Context: an optimization exercise on an open-source flow, tuned for small area. The choices shown serve that exercise and are no tape-out recipe.
RTL that was checked went through simulation tests only; none was proved equivalent to the original.
No driver is modelled on the clock port, so clocking that relies on it looks cheaper here than on a real chip.
Power is estimated from default activity; no workload was simulated.

Setup of build 28:
## rxTxCore
module rxTxCore (
   input  logic                  lcbClk,
   input  logic                  reset,
   input  logic [16-1:0] lcbAddress,
   input  logic [32-1:0] lcbDataIn,
   input  logic                  lcbWrite,
   input  logic                  lcbRead,
   input  logic                  lcbCoreSelect,
   output logic [32-1:0] lcbDataOut,
   output logic                  lcbAck,
   input  logic                  trigIn,
   input  logic                  c2sFifoFull,
   output logic [128-1:0] c2sData,
   output logic                  c2sWrite
);
Size in the first run: ~1600 cells after synthesis, roughly 220 I/O pins, roughly 23000 µm² of cells after synthesis.
clock: 6.0 ns
lec_check: 0
cap_margin: 20
core_margin: 2
core_utilization: 65
cts_cluster_diameter: 100
cts_cluster_size: 30
slew_margin: 20
standard.sh (not shown) runs the stock make flow with config.mk's settings and CLKGATE_MAP_FILE= SYNTH_SCRIPT=/design/flow/synth_recipe.tcl, a recipe that flattens the netlist after the stock synthesis.
==> flow/flow/run.sh <==
#!/bin/bash
set -euo pipefail
export BUFFER_PORTS_ARGS="-buffer_cell sky130_fd_sc_hd__buf_1"
export CTS_ARGS="-sink_clustering_enable -repair_clock_nets -dont_use_dummy_load"
export REMOVE_ABC_BUFFERS=1
export RECOVER_POWER=100
bash standard.sh > standard_flow.log 2>&1
Build 28 -> stages 100% | layout checks FAIL | capacitance limit, slew limit
Setup changes, build 28 to build 93
==> flow/run.sh (new file) <==
#!/bin/bash
# synth_recipe.tcl (not shown) runs the flow's synth.tcl, then flattens the netlist and writes it again
# the make line also repeats each setting of config.mk as NAME=value (left out here)
make -C /OpenROAD-flow-scripts/flow DESIGN_CONFIG=/design/flow/config.mk WORK_HOME=/design/flow/orfs CLKGATE_MAP_FILE= SYNTH_SCRIPT=/design/flow/synth_recipe.tcl finish
removed: flow/flow/run.sh
removed: flow/standard.sh
Notes after the runs:
- The sole clean run among build 28 and build 93 is build 93.
- The final report for build 28 shows a completed flow and a layout that fails verification, specifically capacitance limit, slew limit.
- Build 93 vs build 28, first-pass GRT wire length went up by 3.9 mm.
- Number of fillers in the final layout (build 93 / build 28): 0.929
- Build 93 against build 28: setup slack now sits lower; post-route cell area went up 970 µm²; clock period minus worst slack has increased.
- Build 28 → build 93: path depth of the worst reg2reg path rose 2, layout inverter count without the clock tree ~0 delta.
--- input diff build 93..build 70 ---
==> flow/flow/run.sh (new file) <==
#!/bin/bash
set -euo pipefail
export BUFFER_PORTS_ARGS="-buffer_cell sky130_fd_sc_hd__buf_1"
export CTS_ARGS="-sink_clustering_enable -repair_clock_nets -dont_use_dummy_load"
bash standard.sh > standard_flow.log 2>&1
==> flow/standard.sh (new file) <==
#!/bin/bash
# synth_recipe.tcl (not shown) runs the flow's synth.tcl, then flattens the netlist and writes it again
# the make line also repeats each setting of config.mk as NAME=value (left out here)
make -C /OpenROAD-flow-scripts/flow DESIGN_CONFIG=/design/flow/config.mk WORK_HOME=/design/flow/orfs CLKGATE_MAP_FILE= SYNTH_SCRIPT=/design/flow/synth_recipe.tcl "${@:-finish}"
removed: flow/run.sh
==> results.txt <==
Fmax: build 70 higher than build 93. Build 70 against build 93: sequential share of layout area increased by 1.7 points relative to the old numbers, x dimension of the die closely matched the old numbers. Vias after detailed routing: build 93 vs build 70 — no meaningful difference. The first-pass GRT wire length of build 93 and that of build 70 are within noise of each other. Route | build 70 vs build 93 | wire shorter in build 70.
No run of this note included a check of the RTL's function; only the layout flow was run.

Setup of alpha:
The RTL this note starts from:
==> flow/design.v <==
package rxTxPkg;
   typedef struct packed {
      logic [7:0]            marker;
      logic [7:0]            channel;
      logic [15:0]           seqNum;
      logic [7:0]            length;       
      logic [55:0]           reserved;
      logic [32-1:0] seed;
   } pktHeader_t;
   typedef union packed {
      pktHeader_t                 header;
      logic [3:0][32-1:0] sample;    
   } pktWord_u;
endpackage
`timescale 1ns/1ns
module rxTxCore (
   input  logic                  lcbClk,
   input  logic                  reset,
   input  logic [16-1:0] lcbAddress,
   input  logic [32-1:0] lcbDataIn,
   input  logic                  lcbWrite,
   input  logic                  lcbRead,
   input  logic                  lcbCoreSelect,
   output logic [32-1:0] lcbDataOut,
   output logic                  lcbAck,
   input  logic                  trigIn,
   input  logic                  c2sFifoFull,
   output logic [128-1:0] c2sData,
   output logic                  c2sWrite
);
   localparam int NC = 4;
   logic       strobe, wrAcc, rdAcc, chanHit, globId, globScr;
   logic [1:0] aCh;
   logic [3:0] aOff;
   assign strobe  = lcbCoreSelect & (lcbWrite | lcbRead);
   assign wrAcc   = lcbCoreSelect & lcbWrite;
   assign rdAcc   = lcbCoreSelect & lcbRead;
   assign chanHit = (lcbAddress[15:12] == 4'h1);
   assign globId  = (lcbAddress == 16'h0000);
   assign globScr = (lcbAddress == 16'h0004);
   assign aCh     = lcbAddress[9:8];
   assign aOff    = lcbAddress[3:0];
   logic       selId, selScr, selCtrl, selLen;
   logic [3:0] selSeed, selCnt;    
   logic [1:0] selCh;
   logic [32-1:0] scratch;
   logic                  scrValid;    
   always_ff @(posedge lcbClk or posedge reset)
   begin
      if (reset)
      begin
         lcbAck   <= 1'b0;
         scrValid <= 1'b0;
      end
      else
      begin
         lcbAck <= strobe;
         if (wrAcc && globScr)
            scrValid <= 1'b1;
      end
   end
   always_ff @(posedge lcbClk)
   begin
      if (wrAcc && globScr)
         scratch <= lcbDataIn;
   end
   always_ff @(posedge lcbClk)
   begin
      selId   <= rdAcc & globId;
      selScr  <= rdAcc & globScr;
      selCtrl <= rdAcc & chanHit & (aOff == 4'h0);
      selLen  <= rdAcc & chanHit & (aOff == 4'h4);
      for (int i = 0; i < 4; i++)
      begin
         selSeed[i] <= rdAcc & chanHit & (aOff == 4'h8) & (aCh == 2'(i));
         selCnt[i]  <= rdAcc & chanHit & (aOff == 4'hC) & (aCh == 2'(i));
      end
      selCh   <= aCh;
   end
   logic [NC-1:0]                 enable;
   logic [NC-1:0][3:0]            lenReg;
   logic [NC-1:0][32-1:0] seedReg;
   logic [NC-1:0][32-1:0] pktCount;
   logic [NC-1:0]                 busy;
   logic [NC-1:0][3:0]            capLen;
   logic [NC-1:0][32-1:0] capSeed;
   logic [NC-1:0]                 seedValid;
   logic [NC-1:0]                 cntValid;
   logic [NC-1:0]                 capValid;
   logic [NC-1:0]                 start;
   logic [NC-1:0]                 done;      
   logic       locked;
   logic [1:0] lastCh;       
   logic       hdrOut;       
   logic [3:0] wordOut;      
   logic       pending;      
   logic [32-1:0] curCount;
   assign pending  = c2sWrite & ~locked;
   assign curCount = cntValid[lastCh] ? pktCount[lastCh] : '0;
   for (genvar i = 0; i < NC; i++)
   begin : genChan
      logic wsel;
      assign wsel     = wrAcc & chanHit & (aCh == 2'(i));
      assign start[i] = trigIn & enable[i] & ~busy[i];
      always_ff @(posedge lcbClk or posedge reset)
      begin
         if (reset)
         begin
            enable[i]   <= 1'b0;
            lenReg[i]   <= 4'd1;
            seedValid[i] <= 1'b0;
            cntValid[i]  <= 1'b0;
            busy[i]      <= 1'b0;
         end
         else
         begin
            if (wsel && aOff == 4'h0) enable[i]  <= lcbDataIn[0];
            if (wsel && aOff == 4'h4)  lenReg[i]  <= lcbDataIn[3:0];
            if (wsel && aOff == 4'h8) seedValid[i] <= 1'b1;
            if (pending && lastCh == 2'(i))  cntValid[i]  <= 1'b1;
            if (start[i])
               busy[i] <= 1'b1;
            else if (done[i])
               busy[i] <= 1'b0;
         end
      end
      always_ff @(posedge lcbClk)
      begin
         if (wsel && aOff == 4'h8) seedReg[i]  <= lcbDataIn;
         if (pending && lastCh == 2'(i))  pktCount[i] <= curCount + 32'd1;
         if (start[i])
         begin
            capLen[i]   <= lenReg[i];
            capSeed[i]  <= seedReg[i];
            capValid[i] <= seedValid[i];
         end
      end
   end
   logic [1:0] pickIdx, cand, curIdx;
   logic       pickValid, grant, lastWord;
   logic [3:0] ownLen;
   always_comb
   begin
      pickIdx   = lastCh;
      pickValid = 1'b0;
      for (int k = NC; k > 0; k--)
      begin
         cand = lastCh + 2'(k);
         if (busy[cand])
         begin
            pickIdx   = cand;
            pickValid = 1'b1;
         end
      end
   end
   assign ownLen   = capLen[lastCh];
   assign curIdx   = locked ? lastCh : pickIdx;
   assign grant    = (locked | pickValid) & ~c2sFifoFull;
   assign lastWord = locked ? (hdrOut ? (ownLen == 4'd1) : (wordOut + 4'd2 == ownLen))
                            : (capLen[pickIdx] == 4'd0);
   assign done     = (grant & lastWord) ? (NC'(1) << curIdx) : '0;
   always_ff @(posedge lcbClk or posedge reset)
   begin
      if (reset)
      begin
         locked   <= 1'b0;
         lastCh   <= '0;
         c2sWrite <= 1'b0;
      end
      else
      begin
         c2sWrite <= grant;
         if (grant)
         begin
            locked <= ~lastWord;
            lastCh <= curIdx;
         end
      end
   end
   always_ff @(posedge lcbClk)
   begin
      if (grant)
      begin
         hdrOut  <= ~locked;
         wordOut <= (locked & ~hdrOut) ? wordOut + 4'd1 : 4'd0;
      end
   end
   logic [32-1:0] seedSel;
   logic [1:0]            lo;
   logic [25:0]           hi, hiInc;
   logic [4:0]            mid0, mid1;
   logic [3:0][32-1:0] smp;
   assign seedSel = capValid[lastCh] ? capSeed[lastCh] : '0;
   assign lo      = seedSel[1:0];
   assign hi      = seedSel[31:6];
   assign hiInc   = hi + 26'd1;
   assign mid0    = {1'b0, seedSel[5:2]} + {1'b0, wordOut};
   assign mid1    = {1'b0, seedSel[5:2]} + {1'b0, wordOut} + 5'd1;
   always_comb
   begin
      for (int k = 0; k < 4; k++)
      begin
         logic [2:0] l;
         logic [4:0] m;
         l = {1'b0, lo} + 3'(k);
         m = l[2] ? mid1 : mid0;
         smp[k] = {m[4] ? hiInc : hi, m[3:0], l[1:0]};
      end
   end
   assign c2sData = {hdrOut ? 96'd0 : {smp[3], smp[2], smp[1]}, smp[0]}
                  | (hdrOut ? {8'hA5, 6'd0, lastCh, curCount[15:0], 4'd0, ownLen, 56'd0, 32'd0} : '0);
   always_comb
   begin
      lcbDataOut = '0;
      if (selId)   lcbDataOut = lcbDataOut | 32'h52580001;
      if (selScr && scrValid) lcbDataOut = lcbDataOut | scratch;
      if (selCtrl) lcbDataOut = lcbDataOut | {31'd0, enable[selCh]};
      if (selLen)  lcbDataOut = lcbDataOut | {28'd0, lenReg[selCh]};
      for (int i = 0; i < NC; i++)
      begin
         lcbDataOut = lcbDataOut | ({32{selSeed[i] & seedValid[i]}} & seedReg[i]);
         lcbDataOut = lcbDataOut | ({32{selCnt[i] & cntValid[i]}} & pktCount[i]);
      end
   end
endmodule
export LEC_CHECK = 0
export CAP_MARGIN = 20
export CORE_MARGIN = 2
export CORE_UTILIZATION = 40
export CTS_BUF_LIST = sky130_fd_sc_hd__clkbuf_2 sky130_fd_sc_hd__clkbuf_4 sky130_fd_sc_hd__clkbuf_8
export SLEW_MARGIN = 20
create_clock -name core_clock -period 6.0 [get_ports {lcbClk}]
run.sh (not shown) runs the stock make flow with config.mk's settings and CLKGATE_MAP_FILE= SYNTH_SCRIPT=/design/flow/synth_recipe.tcl, a recipe that flattens the netlist after the stock synthesis.
Stock flow here: none of the scripts above is used.
Relative to alpha, the following input files were edited for delta:
diff --git a/flow/config.mk b/flow/config.mk
--- a/flow/config.mk
+++ b/flow/config.mk
@@ -9,4 +9,5 @@
 export CORE_MARGIN = 2
-export CORE_UTILIZATION = 40
-export CTS_BUF_LIST = sky130_fd_sc_hd__clkbuf_2 sky130_fd_sc_hd__clkbuf_4 sky130_fd_sc_hd__clkbuf_8
+export CORE_UTILIZATION = 65
+export CTS_CLUSTER_DIAMETER = 100
+export CTS_CLUSTER_SIZE = 30
 export SLEW_MARGIN = 20
delta: no failed stages, no open violations at the end
Part of the total power dissipated in combinational logic for delta: 3.3 points up relative to alpha
Comparing delta and alpha, the lower net switching power is on delta.
Diff alpha..delta | flip-flop and latch count | negligible
The total power number comes out lower for delta vs alpha.
Function was not checked in any run of this note: the RTL went through the layout flow alone.

Starts from the design.v that is shown in full above.
==> flow/config.mk <==
export PLATFORM = sky130hd
export DESIGN_NAME = rxTxCore
export DESIGN_NICKNAME = rxTxCore
export VERILOG_FILES = /design/flow/design.v
export SDC_FILE = /design/flow/constraint.sdc
export NUM_CORES = 4
export LEC_CHECK = 0
export CAP_MARGIN = 20
export CORE_MARGIN = 2
export CORE_UTILIZATION = 40
export CTS_BUF_LIST = sky130_fd_sc_hd__clkbuf_4
export SLEW_MARGIN = 20
==> flow/constraint.sdc <==
create_clock -name core_clock -period 6.0 [get_ports {lcbClk}]
set_input_delay 1.2000 -clock core_clock [delete_from_list [all_inputs] [get_ports {lcbClk}]]
set_output_delay 1.2000 -clock core_clock [all_outputs]
set_load 0.01 [all_outputs]
Change:
--- a/flow/config.mk
+++ b/flow/config.mk
@@ -9,4 +9,3 @@
 export CORE_MARGIN = 2
 export CORE_UTILIZATION = 40
-export CTS_BUF_LIST = sky130_fd_sc_hd__clkbuf_4
 export SLEW_MARGIN = 20
Outcome: The new run ran to the end with no violations; design area is lower by 0.94%; routed wire length is lower by 2.1%; core utilization is lower by 0.46 points; sequential share of layout area is higher by 0.49 points; first-iteration DRC count is lower by 4.9%; die area does not change; worst hold slack gains 41 ps.
Change:
--- a/flow/config.mk
+++ b/flow/config.mk
@@ -9,3 +9,5 @@
 export CORE_MARGIN = 2
 export CORE_UTILIZATION = 40
+export CTS_CLUSTER_DIAMETER = 100
+export CTS_CLUSTER_SIZE = 30
 export SLEW_MARGIN = 20
Effect:
- The new run finished with timing, DRC and antenna clean
- area after synthesis does not change
- power drops by 11%
- clock-buffer cell count drops by 37
No run of this note included a check of the RTL's function; only the layout flow was run.

run 1:
rxTxCore, a different RTL version from the one above (not shown whole).
Size in the first run: about 1,500 cells after synthesis, ~490 flip-flops, about 220 I/O pins.
export LEC_CHECK = 0
export CAP_MARGIN = 20
export CORE_MARGIN = 2
export CORE_UTILIZATION = 65
export SLEW_MARGIN = 20
export SYNTH_HIERARCHICAL = 1
export SYNTH_MINIMUM_KEEP_SIZE = 0
create_clock -name core_clock -period 6.0 [get_ports {lcbClk}]
standard.sh (not shown) runs the stock make flow with config.mk's settings and CLKGATE_MAP_FILE= SYNTH_SCRIPT=/design/flow/synth_recipe.tcl, a recipe that flattens the netlist after the stock synthesis.
==> flow/flow/run.sh <==
#!/bin/bash
set -euo pipefail
export BUFFER_PORTS_ARGS="-buffer_cell sky130_fd_sc_hd__buf_1"
export CTS_ARGS="-sink_clustering_enable -repair_clock_nets -dont_use_dummy_load -sink_clustering_size 16 -sink_clustering_max_diameter 100 -buf_list sky130_fd_sc_hd__clkbuf_8"
bash standard.sh > standard_flow.log 2>&1
Run 1 closes out successfully: all stages finished, all timing, DRC and antenna checks passed.
For run 2, these inputs were changed with respect to run 1:
==> flow/flow/run.sh <==
#!/bin/bash
set -euo pipefail
export BUFFER_PORTS_ARGS="-buffer_cell sky130_fd_sc_hd__buf_1"
export CTS_ARGS="-sink_clustering_enable -repair_clock_nets -dont_use_dummy_load -sink_clustering_size 20 -sink_clustering_max_diameter 100 -buf_list sky130_fd_sc_hd__clkbuf_8"
bash standard.sh > standard_flow.log 2>&1
[summary]
Run 2 vs. run 1: layout overhead on the synthesized area has decreased; portion of total power attributed to combinational logic up 0.6 points.
Relative to run 1, via count of the first global-routing pass has gone down in run 2.
Comparing run 2 against run 1, there is no change at all in count of distinct cell types in the synthesized netlist.
Delta(final instance area, run 2 - run 1) < 0
Between run 1 and run 2, the number of design-rule violations left by the first detailed-router iteration is higher for run 1.
Portion of the clock cycle consumed by the worst path in the final layout: run 1 vs run 2, no meaningful difference
Worst-case setup margin in the final layout across run 1 and run 2: no real change.
For run 3, these inputs were changed with respect to run 2:
==> flow/flow/run.sh <==
#!/bin/bash
set -euo pipefail
export BUFFER_PORTS_ARGS="-buffer_cell sky130_fd_sc_hd__buf_1"
export CTS_ARGS="-sink_clustering_enable -repair_clock_nets -dont_use_dummy_load -sink_clustering_size 30 -sink_clustering_max_diameter 100"
bash standard.sh > standard_flow.log 2>&1
Results
Looking only at register-to-register slack, and setting everything else aside, the lower value of run 2 and run 3 goes to run 3.
The final reports for run 3 and run 2 show area added between synthesis and finish higher in the former.
Where worst path setup slack after routing is concerned, run 2 is better than run 3.
Sequential share of layout area ended up 0.27 points lower on run 3 than on run 2.

==> re-timing with driven ports <==
The flow's constraints put no driver on any port. The routed layouts listed below were extracted and timed again, unchanged, in two steps.
Step 1 assumes that a clkbuf_16 drives the clock port and a buf_2 every other input.
Step 2 adds t to the input delays and takes it off the output delays; t is the mean of the earliest and latest rising clock arrival at the registers after step 1. Input paths then give back, and output paths get back, about the clock's delay inside the block.
Slacks: ideal ports / drivers / drivers and shift; pairs: ideal ports / drivers.
| run | t, ns | setup WS [ns] | clock arrival spread, ns |
|---|---|---|---|
| build 28 | 0.603 | 0.407 / 0.352 / 0.176 | 0.029 / 0.029 |
| build 93 | 0.603 | 0.273 / 0.218 / 0.821 | 0.027 / 0.027 |
| build 70 | 0.602 | 0.544 / 0.493 / 1.095 | 0.046 / 0.046 |
| alpha | 0.667 | 0.122 / 0.068 / 0.736 | 0.035 / 0.035 |
| delta | 0.599 | 0.131 / 0.077 / 0.676 | 0.024 / 0.024 |
| the first run of note 3 | 0.860 | 0.072 / 0.022 / 0.882 | 0.081 / 0.080 |
| the second run of note 3 | 0.621 | 0.070 / 0.012 / 0.633 | 0.017 / 0.017 |
| the third run of note 3 | 0.613 | 0.092 / 0.034 / 0.647 | 0.028 / 0.027 |
| run 1 | 0.619 | 0.221 / 0.169 / 0.789 | 0.059 / 0.059 |
| run 2 | 0.667 | 0.223 / 0.173 / 0.841 | 0.063 / 0.063 |
| run 3 | 0.580 | 0.151 / 0.099 / 0.679 | 0.051 / 0.051 |
For build 28, which loses most, drivers alone change the setup slack by -0.055 ns; drivers and shift together by -0.231 ns.
